This is an optimization exercise on Yosys and OpenROAD, whose aim is small area and a short achievable clock period, not a production implementation. The RTL was checked by simulation tests, not by an equivalence proof against the original design. Power is estimated from default activity; no workload was simulated.

==> design/flow/design.v <==
`default_nettype none
package any1_alu_queue_pkg;
   typedef struct packed {
      logic        wr;
      logic [5:0]  rid;
      logic [31:0] ir;
      logic [63:0] a;
      logic [63:0] b;
      logic [63:0] c;
      logic [63:0] d;
      logic [63:0] imm;
   } sALUrec;
endpackage
module any1_alu_queue #(
   parameter int DEPTH        = 8,
   parameter int AFULL_MARGIN = 2
) (
   input  logic                     rst_i,
   input  logic                     clk_i,
   input  logic                     flush_i,
   input  logic [358:0]             rec_i,
   output logic [358:0]             rec_o,
   output logic                     valid_o,
   input  logic                     rdy_i,
   output logic [$clog2(DEPTH):0]   count_o,
   output logic                     full_o,
   output logic                     afull_o,
   output logic                     ovf_o
);
   localparam int AW = $clog2(DEPTH);
   localparam int CW = AW + 1;
   localparam int PW = 359 - 1;    
   localparam logic [CW-1:0] AFULL_LEVEL =
      (AFULL_MARGIN >= DEPTH) ? '0 : CW'(DEPTH - AFULL_MARGIN);
   logic [PW-1:0]  mem [DEPTH];
   logic [AW-1:0]  rptr;
   logic [AW-1:0]  wptr;
   logic [CW-1:0]  count;
   logic           ovf;
   logic           full;
   logic           valid;
   logic           push;
   logic           pop;
   logic [PW-1:0]  payload_in;
   any1_alu_queue_pkg::sALUrec rec_in;
   any1_alu_queue_pkg::sALUrec rec_out;
   assign rec_in = rec_i;
   assign rec_o  = rec_out;
   assign full  = (count == CW'(DEPTH));
   assign valid = (count != '0);
   assign pop  = valid & rdy_i & ~flush_i;
   assign push = rec_in.wr & ~flush_i & (~full | pop);
   assign payload_in = {rec_in.rid, rec_in.ir, rec_in.a, rec_in.b,
                        rec_in.c, rec_in.d, rec_in.imm};
   always_ff @(posedge clk_i or posedge rst_i) begin
      if (rst_i) begin
         rptr  <= '0;
         wptr  <= '0;
         count <= '0;
         ovf   <= 1'b0;
      end else if (flush_i) begin
         rptr  <= '0;
         wptr  <= '0;
         count <= '0;
         ovf   <= 1'b0;
      end else begin
         if (push) begin
            wptr <= wptr + AW'(1);
         end
         if (pop) begin
            rptr <= rptr + AW'(1);
         end
         if (push && !pop) begin
            count <= count + CW'(1);
         end else if (pop && !push) begin
            count <= count - CW'(1);
         end
         if (rec_in.wr && full && !pop) begin
            ovf <= 1'b1;
         end
      end
   end
   always_ff @(posedge clk_i) begin
      if (push) begin
         mem[wptr] <= payload_in;
      end
   end
   always_comb begin
      rec_out    = {1'b0, mem[rptr]};
      rec_out.wr = valid;
   end
   assign valid_o = valid;
   assign count_o = count;
   assign full_o  = full;
   assign afull_o = (count >= AFULL_LEVEL);
   assign ovf_o   = ovf;
endmodule
`default_nettype wire
==> design/flow/run.sh <==
#!/bin/bash
# synth_recipe.tcl (not shown) runs the flow's synth.tcl, then flattens the netlist and writes it again
# the make line also repeats each setting of config.mk as NAME=value (left out here)
make -C /OpenROAD-flow-scripts/flow DESIGN_CONFIG=/design/flow/config.mk WORK_HOME=/design/flow/orfs CLKGATE_MAP_FILE= SYNTH_SCRIPT=/design/flow/synth_recipe.tcl finish
==> design/flow/config.mk <==
export PLATFORM = sky130hd
export DESIGN_NAME = any1_alu_queue
export DESIGN_NICKNAME = any1_alu_queue
export VERILOG_FILES = /design/flow/design.v
export SDC_FILE = /design/flow/constraint.sdc
export NUM_CORES = 4
export LEC_CHECK = 0
export CAP_MARGIN = 20
export CORE_MARGIN = 2
export CORE_UTILIZATION = 40
export SLEW_MARGIN = 20
==> design/flow/constraint.sdc <==
create_clock -name core_clock -period 4.4 [get_ports {clk_i}]
set_input_delay 0.8800 -clock core_clock [delete_from_list [all_inputs] [get_ports {clk_i}]]
set_output_delay 0.8800 -clock core_clock [all_outputs]
set_load 0.01 [all_outputs]
==> out/qor.csv, run 1 <==
metric,value,unit
status,no timing/DRC/antenna violations,
crit_path_top_delay_cell,clkdlybuf4s50_1,
grt_pass1_vias,50700,
layout-drive-gt1-share,31.8,%
drcViolationCount,0,
fin_skew,0.0341,ns
hp-class,input pin to async pin,
vias,48900,
ctsLongestPathBuffers,4,
crit_fanout,31,
synth_xor_area_share,0.0487,%
synth_top_family_by_area,multiplexers,
grt_usage,18.2,%
multiInputGateArea,20700,µm²
nets,5667,
wirelength,253000,µm
root_buffer,clkbuf_16,
drtIter0Drc,3808,
die_w,523,µm
io_buffers,729,
initial_core_util,40.2,%
synth_edf_count,2864,
ys.flop_type,edfxtp_1,
muxShareOfSynthArea,18.7,%
insertion_delay,0.89,ns
final_cell_area,132000,µm²
timing.slew.headroom,41.6,%
seq_area_frac_synth,80.0,%
antenna_found_initial,84,
final_cell_mix,"edfxtp_1 (2864), mux4_2 (716), clkdlybuf4s50_1 (683), mux2_2 (358), clkbuf_16 (315)",
dieArea,274000,µm²
clk_pin_slew_worst_paths,0.06,ns
dp_hpwl,152000,µm
core_area,268000,µm²
cts_tree,built,
yosys.area.top_type_share,79.7,%
ys_ff_latch,2875,
tightest_slew,0.876,ns
synth-simple-area-share,0.176,%
fillers,21200,
wl_per_cell,27.7,µm
grt_max_degree,82,
synthCells,4229,
rows,190,
yosys_warnings,1,
startpoint,rptr[0],
critPathLaunchType,flop,
setup_slack,0.0679,ns
hold_violations,0,
rsz0062_at_grt,true,
ant_nets,0,
leakage,41.1,nW
critPathTopFamily,buffers and inverters,
p_total,0.0746,W
syn_area,108000,µm²
grt_first_pass_wirelength,363000,µm
drv_slew,0,
postSynth.asyncResetShare,0.383,%
drtPass1Iterations,5,
layout_commonest_cell,edfxtp_1,
synth_compound_area_share,0.115,%
synth-adder-area-share,0.0649,%
path_class,flop to primary output,
cts.sinks,2875,
synth_area_leader_cell,edfxtp_1,
path_cells,buf_12 -> buf_16 -> bufbuf_16 -> mux4_2 -> mux2_2 -> clkdlybuf4s50_1,
htree_levels,5,
syn_avg_cell_area,25.5,µm²
ys_types,35,
slowest_delay,0.53,ns
crit_required,3.52,ns
die_h,523,µm
grt_overflow,0,
maxCapViolCount,0,
register_area,86300,µm²
critPathCaptureType,primary output,
vdd_drop_max,0.390,mV
placed_cell_area,122000,µm²
postCtsHoldBufs,0,
area_growth,22.7,%
power_density,563,nW/µm²
crit_buf_inv,4,
setup_viol,0,
min_period_over_period,98.5,%
rr_startpoint,count[1],
pre_cts_ws,0.384,ns
routed_via_density,5.36,
place_congestion,0.747,
crit_arrival,3.45,ns
max_freq,231,MHz
synth_nets,4597,
ys_top_cells_by_area,"edfxtp_1 (80%), mux4_2 (15%), mux2_2 (3.7%)",
cts_made_buffers,307,
min_period,4.33,ns
io_pins,730,
[state kept, by name (all words and copies together), names as in the netlist]
name	cells
count	4
mem	2864
ovf	1
rptr	3
wptr	3
[timing repair]
| item | 4_1_cts | 5_1_grt |
|---|---|---|
| pin swaps | 0 | 0 |
| gates cloned | 8 | 0 |
| gates resized for setup | 22 | 56 |
| setup buffers | 19 | 10 |
| endpoints found under the setup margin | 274 | 105 |
[layout make-up]
| class | instances | share of cell area (%) |
|---|---|---|
| Clock buffer | 367 | 6.10 |
| Antenna cell | 30 | 0.0567 |
| Multi-Input combinational cell | 1144 | 15.7 |
| Timing Repair Buffer | 965 | 8.31 |
| Clock inverter | 190 | 1.34 |
| Sequential cell | 2875 | 65.2 |
| Inverter | 6 | 0.0170 |
| Tap cell | 3552 | 3.36 |
[where the power goes]
group	leakage (nW)	switching (W)	internal, W
Clock	4.82	0.0105	0.0147
Combinational	10.3	0.00814	0.0100
Sequential	26.0	0.000218	0.0310
Total	41.1	0.0189	0.0557
[worst register-to-register path, cell delays in order, from the launching register on]
cell     delay, ns
dfrtp_1       0.50
nor3_1        0.18
and3_4        0.22
or2_4         0.30
nor4_4        0.78
buf_12        0.34
buf_12        0.35
[through the flow]
stage | hold slack (ns) | util (%) | cells | setup TNS (ns)
6_report | 0.403 | 49.4 | 9129 | 0
5_1_grt | 0.388 | 49.4 | 9113 | -1.67
4_1_cts | 0.317 | 49.3 | 9089 | -2.71
3_5_place_dp | 0.526 | 45.4 | 8505 | 0
3_3_place_gp | 0.547 | 45.4 | 8505 | 0
2_1_floorplan | 0.526 | - | 4229 | -
[metal layers]
layer / track usage, % / wire, µm
met4: 5.78 / 7270
met2: 28.2 / 119000
met1: 25.3 / 108000
met5: 0 / 494
met3: 4.84 / 18400
[synthesized netlist by cell type, drive strengths merged (2+ instances only)]
cell type,number
xnor2,4
xor2,2
a21o,2
nand2,4
clkbuf,96
o21ai,2
nor3,5
dfrtp,11
buf,108
nand3,2
mux2,358
mux2i,2
and3,2
edfxtp,2864
a21oi,5
nand2b,4
or3,2
a211oi,2
ha,4
inv,6
mux4,716
nor4,2
nor2,17
[cells by family (layout without fill, tap and decap cells)]
kind of cell	count (synthesis)	in the layout
other	0	30
xor gates and xnor gates	6	6
AOI/OAI and AO/OA	17	17
DFF	2875	2875
buffers and inverters	210	1528
adders and majority gates	5	5
and+or+nand+nor	40	40
muxes	1076	1076
[final timing paths]
path	endpoint	slack [ns]	depth (start not counted)
hold reg to reg	ovf	0.56	2
min in group core_clock	ovf	0.56	2
setup reg to reg	mem[0][153]	1.38	6
setup / recovery	rec_o[147]	0.07	6
max in group asynchronous	rptr[0]	3.53	2
hold / removal	count[1]	0.40	2
==> run 2: changes to the inputs <==
==> design/flow/design.v (replaced) <==
`default_nettype none
module any1_alu_queue #(
   parameter int DEPTH        = 8,
   parameter int AFULL_MARGIN = 2
) (
   input  logic                     rst_i,
   input  logic                     clk_i,
   input  logic                     flush_i,
   input  logic [358:0]             rec_i,
   output logic [358:0]             rec_o,
   output logic                     valid_o,
   input  logic                     rdy_i,
   output logic [$clog2(DEPTH):0]   count_o,
   output logic                     full_o,
   output logic                     afull_o,
   output logic                     ovf_o
);
   localparam int PW = 358;            
   localparam int RN = DEPTH - 1;      
   logic [PW-1:0]  head;
   logic [PW-1:0]  ring [RN];
   logic [RN-1:0]  rptr;               
   logic [RN-1:0]  wptr;               
   logic [3:0]     count;
   logic           valid, full, afull, ovf;
   logic           wr;
   logic           pop, push;
   logic           head_in;            
   logic           head_ring;          
   logic           ring_wr;            
   logic [3:0]     count_nx;
   assign wr   = rec_i[358];
   assign pop  = valid & rdy_i & ~flush_i;
   assign push = wr & ~flush_i & (~full | pop);
   assign head_in   = push & ((count == 4'd0) | ((count == 4'd1) & pop));
   assign head_ring = pop & (count > 4'd1);
   assign ring_wr   = push & ~head_in;
   always_comb begin
      count_nx = count;
      if (push & ~pop) count_nx = count + 4'd1;
      else if (pop & ~push) count_nx = count - 4'd1;
   end
   always_ff @(posedge clk_i or posedge rst_i) begin
      if (rst_i) begin
         count <= '0;
         valid <= 1'b0;
         full  <= 1'b0;
         afull <= 1'b0;
         ovf   <= 1'b0;
         rptr  <= RN'(1);
         wptr  <= RN'(1);
      end else if (flush_i) begin
         count <= '0;
         valid <= 1'b0;
         full  <= 1'b0;
         afull <= 1'b0;
         ovf   <= 1'b0;
         rptr  <= RN'(1);
         wptr  <= RN'(1);
      end else begin
         count <= count_nx;
         valid <= (count_nx != 4'd0);
         full  <= (count_nx == 4'(DEPTH));
         afull <= (count_nx >= 4'(DEPTH - AFULL_MARGIN));
         if (wr & full & ~pop) ovf <= 1'b1;
         if (head_ring) rptr <= {rptr[RN-2:0], rptr[RN-1]};
         if (ring_wr)   wptr <= {wptr[RN-2:0], wptr[RN-1]};
      end
   end
   logic           head_hold;
   logic [RN-1:0]  head_sel;
   logic [PW-1:0]  head_nx;
   assign head_hold = ~head_in & ~head_ring;
   assign head_sel  = {RN{head_ring}} & rptr;
   always_comb begin
      head_nx = ({PW{head_hold}} & head) | ({PW{head_in}} & rec_i[PW-1:0]);
      for (int k = 0; k < RN; k++)
         head_nx = head_nx | ({PW{head_sel[k]}} & ring[k]);
   end
   always_ff @(posedge clk_i) head <= head_nx;
   for (genvar k = 0; k < RN; k++) begin : g_ring
      always_ff @(posedge clk_i) begin
         if (ring_wr & wptr[k]) ring[k] <= rec_i[PW-1:0];
      end
   end
   assign rec_o   = {valid, head};
   assign valid_o = valid;
   assign count_o = count;
   assign full_o  = full;
   assign afull_o = afull;
   assign ovf_o   = ovf;
endmodule
`default_nettype wire
==> run 2 against run 1 <==
  * Still clean on timing, DRC and antenna
  * Clock skew grew 0.056 ns
  * Clock-buffer cell count grew 51
  * First-iteration DRC count grew 130%
==> out/qor.csv, run 2 <==
metric,value,unit,change
synth_nets,5530,,+20%
max_freq,328,MHz,+42%
layout-drive-gt1-share,10.6,%,-21 points
yosys_warnings,2,,+1
grt_usage,21.7,%,+3.5 points
synth_area_leader_cell,edfxtp_1,,
drtIter0Drc,8829,,+130%
crit_cells,1,,-5
post_cts_buffers,0,,-19
io_pins,730,,unchanged
dpl.cell_count,9011,,+5.9%
nets,6365,,+12%
fin_skew,0.0899,ns,+0.0559 ns
tightest_slew,1.10,ns,+0.221 ns
dp_hpwl,161000,µm,+6.3%
drcViolationCount,0,,unchanged
crit_buf_inv,1,,-3
grt_overflow,0,,unchanged
grt_max_degree,138,,+68%
instances_no_fill,9584,,+5.0%
final_cell_area,123000,µm²,-7.4%
min_period,3.05,ns,-1.28 ns
crit_arrival,2.17,ns,-1.28 ns
path_cells,clkdlybuf4s50_1,,
routed_via_density,6.07,,+13%
utilization,49.4,%,about the same
ys_top_cells_by_area,"edfxtp_1 (75%), dfxtp_1 (7.2%), a22oi_1 (5.4%)",,
hp-class,input pin to async pin,,
grt_pass1_vias,56900,,+12%
status,no timing/DRC/antenna violations,,
drv_slew,0,,unchanged
synth_common_cells,"edfxtp_1 (2506), a22oi_1 (716), a31oi_1 (360)",,
ant_nets,0,,unchanged
tns,0,ns,unchanged
synthCells,5163,,+22%
power_density,511,nW/µm²,-9.3%
largestRegisters,"ring x2506, head x358",,
critPathLaunchType,flop,,
min_period_over_period,69.3,%,-29 points
dieArea,254000,µm²,-7.4%
path_class,flop to primary output,,
timing.slew.headroom,26.9,%,-15 points
drtPass1Iterations,10,,+5
area_growth,22.8,%,
ys_ff_latch,2886,,+0.38%
final_cell_mix,"edfxtp_1 (2506), clkdlybuf4s50_1 (729), a22oi_1 (716), a31oi_1 (360)",,
insertion_delay,0.95,ns,+0.06 ns
crit_required,3.52,ns,about the same
largest_register_ffs,2506,,-13%
postCtsHoldBufs,0,,unchanged
syn_avg_cell_area,19.3,µm²,-24%
setup_viol,0,,unchanged
hold_violations,0,,unchanged
wirelength,286000,µm,+13%
ctsLongestPathBuffers,4,,unchanged
syn_area,99900,µm²,-7.5%
io_buffers,729,,unchanged
clk_pin_slew_worst_paths,0.06,ns,about the same
die_h,504,µm,-3.8%
timing.hold.ws,0.473,ns,+0.0696 ns
crit_path_top_delay_cell,clkdlybuf4s50_1,,
critPathCaptureType,primary output,,
rsz0062_at_grt,false,,
rows,183,,-3.7%
seq_area_frac_synth,83.1,%,+3.1 points
cts_made_buffers,315,,+2.6%
yosys.area.top_type_share,75.4,%,-4.3 points
root_buffer,clkbuf_16,,
critPathTopFamily,buffers and inverters,,
htree_levels,5,,unchanged
crit_fanout,2,,-94%
ys_types,42,,+20%
multiInputGateArea,15400,µm²,-26%
cts.sinks,2886,,+0.38%
slowest_delay,0.64,ns,+0.11 ns
initial_core_util,40.2,%,-0.042 points
die_w,504,µm,-3.8%
ys.flop_type,edfxtp_1,,
fillers,20100,,-5.3%
largest_register,ring,,
vdd_drop_max,0.435,mV,+12%
grt_first_pass_wirelength,407000,µm,+12%
core_area,248000,µm²,-7.4%
post_cts_resized,0,,-100%
leakage,38.0,nW,-7.6%
wl_per_cell,29.8,µm,+7.5%
placed_cell_area,113000,µm²,-7.3%
vias,58200,,+19%
postSynth.asyncResetShare,0.762,%,+0.38 points
synth_most_common_cell,edfxtp_1,,
antenna_found_initial,46,,-45%
rr_worst_depth,6,,unchanged
place_congestion,0.789,,+5.5%
register_area,83000,µm²,-3.8%
cts_tree,built,,
maxCapViolCount,0,,unchanged
layout_commonest_cell,edfxtp_1,,
synth_edf_count,2506,,-13%
## run 2: cell types whose count changed after synthesis, moves of 16 or more
cell,previous run,this run
a222oi_1,0,358
buf_2,82,53
a31oi_1,1,360
mux4_2,716,0
edfxtp_1,2864,2506
dfxtp_1,0,358
mux2_2,358,0
clkbuf_1,96,341
a22oi_1,0,716
buf_6,16,0
a221o_1,0,358
## run 2: cell type report
type                            count  share of cell area, %
Sequential cell                  2886                   67.7
Multi-Input combinational cell   1870                   12.5
Timing Repair Buffer              920                   8.30
Clock buffer                      418                   7.05
Tap cell                         3330                   3.40
Clock inverter                    136                   1.02
Antenna cell                       19                 0.0388
Inverter                            5                 0.0153
## run 2: worst paths after layout
path	slack (ns)	startpoint	end
max in group asynchronous	3.24	rst_i	rptr[2]
worst max-delay path	1.35	head[7]	rec_o[7]
worst min register to register	0.48	head[159]	head[159]
worst max register to register	1.58	count[1]	ring[0][72]
min in group core_clock	0.48	head[159]	head[159]
worst min-delay path	0.47	rst_i	count[3]
## run 2: kinds of logic after synthesis
| logic type | count (synthesis) | synth area share (%) |
|---|---|---|
| buf+inv | 407 | 1.60 |
| simple gates | 53 | 0.274 |
| flops | 2886 | 83.1 |
| fa+ha+maj | 4 | 0.0501 |
| compound gates | 1810 | 15.0 |
| xor+xnor | 3 | 0.0263 |
## run 2: routing by layer
layer  track usage (%)  up-vias  share of wire, %
met2              33.2     3228                46
met1              31.2    30000                41
met3              4.71      437                10
met4              6.79       38               2.5
met5                 0        -             0.087
li1                  -    24400                 -
## run 2: report_power, final
part           internal [W]  switching (W)  total (W)
Sequential           0.0310        0.00104     0.0320
Combinational       0.00292        0.00237    0.00529
Clock                0.0150         0.0104     0.0254
Total                0.0489         0.0138     0.0627
## run 2: per-stage QoR
| stage | setup slack (ns) | power [W] |
|---|---|---|
| 5_1_grt | 1.32 | 0.0645 |
| 4_1_cts | 1.26 | 0.0631 |
| 6_report | 1.35 | 0.0627 |
| 3_3_place_gp | 0.706 | 0.0378 |
| 2_1_floorplan | -0.127 | 0.0340 |
| 3_5_place_dp | 0.749 | 0.0378 |
==> run 3: changes to the inputs <==
--- a/design/flow/config.mk
+++ b/design/flow/config.mk
@@ -9,3 +9,5 @@
 export CORE_MARGIN = 2
-export CORE_UTILIZATION = 40
+export CORE_UTILIZATION = 60
+export PLACE_DENSITY = 0.7
+export SETUP_SLACK_MARGIN = 1.8
 export SLEW_MARGIN = 20
==> run 3 against run 2 <==
  * Still clean
  * Area after synthesis stayed put
  * Fmax is 16% higher
  * Die area is 33% lower
  * Register-to-register slack better by 0.24 ns
  * Via count is 1.4% higher
  * Largest cell class unchanged
==> out/qor.csv, run 3 <==
metric,value,unit,change
status,no timing/DRC/antenna violations,,
dieArea,170000,µm²,-33%
min_period_over_period,59.8,%,-9.5 points
p_int,0.0474,W,-3.0%
grt_max_degree,118,,-14%
ys_ff_latch,2886,,unchanged
cts_tree,built,,
fillers,9888,,-51%
wl_per_cell,32.2,µm,+8.0%
drcViolationCount,0,,unchanged
syn_area,99900,µm²,unchanged
layout-drive-gt1-share,11.3,%,+0.73 points
timing.hold.ws,0.467,ns,-0.00624 ns
postSynth.asyncResetShare,0.762,%,unchanged
synth_common_cells,"edfxtp_1 (2506), a22oi_1 (716), a31oi_1 (360)",,
largest_register,ring,,
min_period,2.63,ns,-0.417 ns
ant_nets,0,,unchanged
crit_required,4.97,ns,+1.45 ns
drv_slew,0,,unchanged
synth_nets,5530,,unchanged
critPathLaunchType,input pin,,
io_pins,730,,unchanged
nets,6348,,-0.27%
power.switching,0.0132,W,-4.4%
register_area,83100,µm²,+0.10%
area_growth,20.6,%,
routed_via_density,7.02,,+16%
vias,58900,,+1.4%
yosys_warnings,2,,unchanged
crit_arrival,3.20,ns,+1.03 ns
initial_core_util,60.5,%,+20 points
ys.flop_type,edfxtp_1,,
r2r-end,ring[6][198],,
syn_avg_cell_area,19.3,µm²,unchanged
ys_types,42,,unchanged
rr_worst_depth,7,,+1
hold_violations,0,,unchanged
fin_skew,0.0427,ns,-0.0472 ns
die_w,412,µm,-18%
layout_commonest_cell,edfxtp_1,,
grt_overflow,0,,unchanged
synth_most_common_cell,edfxtp_1,,
path_class,input pin to flop,,
drtIter0Drc,9489,,+7.5%
p_clk_share,39.5,%,-1.0 points
multiInputGateArea,15400,µm²,about the same
seqPwrFrac,52.8,%,+1.7 points
dp_hpwl,144000,µm,-11%
clk_pin_slew_worst_paths,0.06,ns,about the same
grt_usage,30.9,%,+9.2 points
crit_fanout,34,,+32
synthCells,5163,,unchanged
p_total,0.0606,W,-3.3%
tightest_slew,0.908,ns,-0.188 ns
leakage,38.7,nW,+1.9%
synth_edf_count,2506,,unchanged
core_area,165000,µm²,-34%
hp-class,input pin to async pin,,
drtPass1Iterations,8,,-2
maxCapViolCount,0,,unchanged
wirelength,270000,µm,-5.4%
largestRegisters,"ring x2506, head x358",,
seq_area_frac_synth,83.1,%,unchanged
setup_viol,0,,unchanged
critPathCaptureType,flop,,
htree_levels,5,,unchanged
grt_pass1_vias,58000,,+1.9%
rr_startpoint,count[1],,
cts_made_buffers,291,,-7.6%
io_buffers,729,,unchanged
max_freq,380,MHz,+16%
place_congestion,0.810,,+2.7%
rows,149,,-19%
antenna_found_initial,28,,-39%
yosys.area.top_type_share,75.4,%,unchanged
vdd_drop_max,0.504,mV,+16%
die_h,412,µm,-18%
swShare,21.8,%,-0.24 points
ctsLongestPathBuffers,4,,unchanged
cts.sinks,2886,,unchanged
synth_area_leader_cell,edfxtp_1,,
timing.slew.headroom,39.5,%,+13 points
root_buffer,clkbuf_16,,
final_cell_mix,"edfxtp_1 (2506), a22oi_1 (716), dlygate4sd2_1 (363), clkdlybuf4s50_1 (362), a31oi_1 (360)",,
largest_register_ffs,2506,,unchanged
pwr-share-comb,7.7,%,-0.7 points
ys_top_cells_by_area,"edfxtp_1 (75%), dfxtp_1 (7.2%), a22oi_1 (5.4%)",,
grt_first_pass_wirelength,387000,µm,-4.8%
r2r_setup_slack,1.82,ns,+0.24 ns
power_density,503,nW/µm²,-1.5%
insertion_delay,0.90,ns,-0.05 ns
rsz0062_at_grt,true,,
## run 3: cell counts after synthesis
No cell type changed its count.
## run 3: what timing repair did
action,CTS,global route
hold buffers,0,0
cloned,4,5
buffers inserted,15,17
pin swaps,4,7
setup endpoints to repair,1201,1137
resized for setup,447,22
endpoints found under the hold margin,0,0
## run 3: logic make-up after synthesis
family | count (synthesis) | synth area share [%]
DFF | 2886 | 83.1
and+or+nand+nor | 53 | 0.274
adders and majority gates | 4 | 0.0501
xor gates and xnor gates | 3 | 0.0263
AOI/OAI and AO/OA | 1810 | 15.0
buffers and inverters | 407 | 1.60
## run 3: worst max-delay path by stage
stage	from	to	cells after the start
after floorplan	flush_i	ring[6][0]	4
after global placement	flush_i	head[149]	7
after detailed placement	flush_i	head[155]	7
after CTS	full	full_o	1
after global routing	count[1]	ring[2][232]	6
final	flush_i	ring[6][198]	6
## run 3: worst max-delay path, cell delays in order
cell             delay [ns]
clkdlybuf4s50_1        0.72
and4b_1                0.28
o21ai_4                0.30
and3_4                 0.40
buf_16                 0.27
buf_16                 0.27
## run 3: power by group through the flow
stage,Sequential [W],Clock [W],Combinational [W]
2_1_floorplan,0.0326,0,0.00147
3_3_place_gp,0.0325,0,0.00508
3_5_place_dp,0.0325,0,0.00518
4_1_cts,0.0320,0.0241,0.00460
5_1_grt,0.0321,0.0252,0.00493
6_report,0.0320,0.0239,0.00466
## run 3: layer usage
metal	global-route usage [%]	vias to the layer above	wire length, µm
li1	-	24400	-
met1	43.1	30000	101000
met2	49.0	3980	130000
met3	5.82	556	30000
met4	12.4	20	9930
met5	0	-	121
## run 3: through the flow
stage | std cells | TNS (ns) | setup slack, ns | instance area [µm²] | util (%)
6_report | 8399 | 0 | 1.77 | 120000 | 72.9
5_1_grt | 8395 | 0 | 1.76 | 120000 | 72.9
4_1_cts | 8363 | 0 | 1.67 | 120000 | 72.6
3_5_place_dp | 7836 | 0 | 0.518 | 111000 | 67.0
3_3_place_gp | 7836 | 0 | 0.570 | 111000 | 67.0
2_1_floorplan | 5163 | -300.53 | -0.127 | 99900 | -
## run 3: cell type report
type | count | share of cell area (%)
multi-input cells | 1870 | 12.8
flip-flops and latches | 2886 | 69.0
repair buffers | 927 | 8.27
clock buffers | 394 | 6.81
diodes | 14 | 0.0291
clock inverters | 114 | 0.839
inverters | 5 | 0.0156
well taps | 2189 | 2.27
==> run 4: changes to the inputs <==
--- a/design/flow/config.mk
+++ b/design/flow/config.mk
@@ -10,2 +10,4 @@
 export CORE_UTILIZATION = 60
+export CTS_CLUSTER_DIAMETER = 80
+export CTS_CLUSTER_SIZE = 30
 export PLACE_DENSITY = 0.7
==> run 4 against run 3 <==
  * Via count fell by 2.3%
  * Clock skew grew 0.0059 ns
  * Synthesized cell count unchanged
  * Largest cell class unchanged
  * Largest power group unchanged
  * Highest routed layer unchanged
==> out/qor.csv, run 4 <==
metric,value,unit,change
status,no timing/DRC/antenna violations,,
postSynth.asyncResetShare,0.762,%,unchanged
root_buffer,clkbuf_16,,
clk_pin_slew_worst_paths,0.11,ns,+0.05 ns
ys_top_cells_by_area,"edfxtp_1 (75%), dfxtp_1 (7.2%), a22oi_1 (5.4%)",,
antenna_found_initial,29,,+3.6%
ys.flop_type,edfxtp_1,,
place_congestion,0.810,,unchanged
wl_per_cell,32.7,µm,+1.5%
layout_commonest_cell,edfxtp_1,,
fin_skew,0.0486,ns,+0.00592 ns
ctsLongestPathBuffers,3,,-1
wirelength,265000,µm,-1.9%
io_pins,730,,unchanged
die_h,412,µm,unchanged
io_buffers,729,,unchanged
insertion_delay,0.80,ns,-0.10 ns
cts.sinks,2886,,unchanged
grt_first_pass_wirelength,379000,µm,-2.1%
syn_area,99900,µm²,unchanged
synth_common_cells,"edfxtp_1 (2506), a22oi_1 (716), a31oi_1 (360)",,
cpMostUsedCell,buf_4,,
grt_max_degree,118,,unchanged
critPathLaunchType,flop,,
ys_types,42,,unchanged
maxCapViolCount,0,,unchanged
synth-simple-area-share,0.274,%,unchanged
yosys.area.top_type_share,75.4,%,unchanged
crit_required,5.05,ns,+0.08 ns
synth_edf_count,2506,,unchanged
cts_made_buffers,119,,-59%
rows,149,,unchanged
vias,57600,,-2.3%
vdd_drop_max,0.367,mV,-27%
leakage,36.2,nW,-6.5%
drcViolationCount,0,,unchanged
drtPass1Iterations,7,,-1
tns,0,ns,unchanged
final_cell_mix,"edfxtp_1 (2506), a22oi_1 (716), clkdlybuf4s50_1 (396), a31oi_1 (359)",,
path_class,flop to flop,,
dp_hpwl,144000,µm,unchanged
dieArea,170000,µm²,unchanged
drv_slew,0,,unchanged
largest_register,ring,,
synth_top_family_by_area,compound AO/OA/AOI/OAI gates,,
yosys_warnings,2,,unchanged
core_area,165000,µm²,unchanged
rsz0062_at_grt,true,,
min_period_over_period,58.4,%,-1.4 points
fillers,10500,,+6.0%
drtIter0Drc,9197,,-3.1%
initial_core_util,60.5,%,unchanged
crit_path_top_delay_cell,dfrtp_2,,
synth_compound_area_share,15.0,%,unchanged
largest_register_ffs,2506,,unchanged
hp-class,flop to flop,,
min_period,2.57,ns,-0.0626 ns
register_area,83200,µm²,about the same
area_growth,15.5,%,
instances_no_fill,8117,,-3.4%
muxShareOfSynthArea,0,%,unchanged
synth_xor_area_share,0.0263,%,unchanged
timing.slew.headroom,36.8,%,-2.7 points
htree_levels,3,,-2
synth_area_leader_cell,edfxtp_1,,
setup_viol,0,,unchanged
max_freq,389,MHz,+2.4%
grt_overflow,0,,unchanged
p_total,0.0508,W,-16%
layout-drive-gt1-share,8.54,%,-2.7 points
crit_arrival,3.22,ns,+0.02 ns
critPathTopFamily,compound AO/OA/AOI/OAI gates,,
largestRegisters,"ring x2506, head x358",,
synth-adder-area-share,0.0501,%,unchanged
die_w,412,µm,unchanged
dpl.cell_count,7836,,unchanged
postCtsHoldBufs,0,,unchanged
slowest_delay,0.45,ns,-0.27 ns
power_density,441,nW/µm²,-12%
synth_most_common_cell,edfxtp_1,,
ant_nets,0,,unchanged
critPathCaptureType,flop,,
tightest_slew,0.936,ns,+0.0277 ns
utilization,69.8,%,-3.1 points
path_cells,inv_1 -> ha_1 -> and4b_1 -> o21ai_4 -> a211oi_4 -> buf_4 -> nor2_4 -> buf_4 -> buf_12 -> a221o_1,,
syn_avg_cell_area,19.3,µm²,unchanged
multiInputGateArea,15400,µm²,unchanged
nets,6178,,-2.7%
synth_nets,5530,,unchanged
crit_fanout,52,,+53%
seq_area_frac_synth,83.1,%,unchanged
synthCells,5163,,unchanged
routed_via_density,7.10,,+1.1%
cts_tree,built,,
grt_pass1_vias,56300,,-3.0%
hold_violations,0,,unchanged
crit_buf_inv,4,,+1
grt_usage,30.3,%,-0.69 points
ys_ff_latch,2886,,unchanged
==> run 4: cell count changes in the layout (fill, tap and decap cells not counted), sizes merged, moves of 18 or more <==
cell,delta
inv,+21
dlymetal6s2s,+18
dlygate4sd2,-50
clkinv,-69
clkdlybuf4s50,+34
clkbuf,-220
==> run 4: worst register-to-register path, cell delays in order, from the launching register on <==
cell	delay [ns]
dfrtp_2	0.45
inv_1	0.10
ha_1	0.17
and4b_1	0.25
o21ai_4	0.12
a211oi_4	0.26
buf_4	0.17
nor2_4	0.04
buf_4	0.22
buf_12	0.21
a221o_1	0.42
==> run 4: stage by stage <==
step,instance area [µm²],worst slack (ns),hold WS [ns]
after floorplan,99900,-0.127,0.485
after CTS,115000,1.76,0.493
final,115000,1.83,0.493
after detailed placement,111000,0.518,0.467
after global placement,111000,0.570,0.471
after global routing,115000,1.79,0.506
==> run 4: cell families (layout without fill, tap and decap cells) <==
| kind of cell | after synthesis | after routing |
|---|---|---|
| adders and majority gates | 4 | 4 |
| xor gates and xnor gates | 3 | 3 |
| and+or+nand+nor | 53 | 53 |
| buffers and inverters | 407 | 1159 |
| AOI/OAI and AO/OA | 1810 | 1810 |
| DFF | 2886 | 2886 |
| other | 0 | 13 |
==> run 4: layer usage <==
metal  vias to the layer above  GRT usage, %  share of wire [%]
li1                      23900             -                  -
met1                     29700          42.6                 38
met2                      3638          49.3                 49
met3                       397          4.87                 11
met4                        22          9.42                3.0
met5                         -             0              0.054
==> run 4: cell type report <==
| class | instances | area share (%) |
|---|---|---|
| Timing Repair Buffer | 929 | 8.68 |
| Multi-Input combinational cell | 1870 | 13.3 |
| Clock buffer | 176 | 2.93 |
| Clock inverter | 49 | 0.518 |
| Antenna cell | 13 | 0.0282 |
| Sequential cell | 2886 | 72.1 |
| Inverter | 5 | 0.0163 |
| Tap cell | 2189 | 2.38 |
==> run 4: worst paths after layout <==
path | from | end | slack, ns | cells after the start
worst max-delay path | count[1] | head[56] | 1.83 | 10
worst min-delay path | head[143] | head[143] | 0.49 | 1
worst max register to register | count[1] | head[56] | 1.83 | 10
worst min register to register | head[143] | head[143] | 0.49 | 1
max in group asynchronous | rst_i | rptr[5] | 3.19 | 2
min in group asynchronous | rst_i | afull | 0.55 | 2
==> run 4: report_power, final <==
part / switching, W / total (W) / internal (W)
Clock: 0.00824 / 0.0141 / 0.00583
Combinational: 0.00239 / 0.00476 / 0.00237
Sequential: 0.000993 / 0.0320 / 0.0310
Total: 0.0116 / 0.0508 / 0.0392
==> run 4: what timing repair did <==
action | in CTS | in global routing
cloned | 6 | 3
endpoints found under the setup margin | 1527 | 787
pin swaps | 4 | 6
setup buffers | 25 | 9
gates resized for setup | 446 | 37
hold endpoints to repair | 0 | 0

[re-timing with driven ports]
The results above use ideal ports. As a check the final layouts listed here were re-extracted and re-timed, cells and wires unchanged. Step 1 assumes that a clkbuf_16 drives the clock port and a buf_2 every other input. Step 2 times the ports against the registers' clock, not the clock port: input delays grow and output delays shrink by t, the midpoint of the rising clock arrivals with the driver on. a / b / c = ideal / step 1 / step 2; a / b = the first two.
| run | shift t [ns] | slack for setup (ns) | worst setup path at the end | worst register clock-pin slew, ns |
|---|---|---|---|---|
| run 1 | 0.959 | 0.068 / -0.029 / 0.431 | input to register | 0.07 / 0.07 |
| run 2 | 0.997 | 1.353 / 1.260 / 0.764 | input to register | 0.06 / 0.06 |
| run 3 | 0.973 | 1.770 / 1.772 / 0.858 | input to register | 0.07 / 0.07 |
| run 4 | 0.858 | 1.832 / 1.765 / 1.057 | input to register | 0.11 / 0.11 |
After both steps setup and hold are still met in every run listed. The setup slack of run 3, which loses most, moves by +0.002 ns with the drivers and by -0.912 ns with both steps.
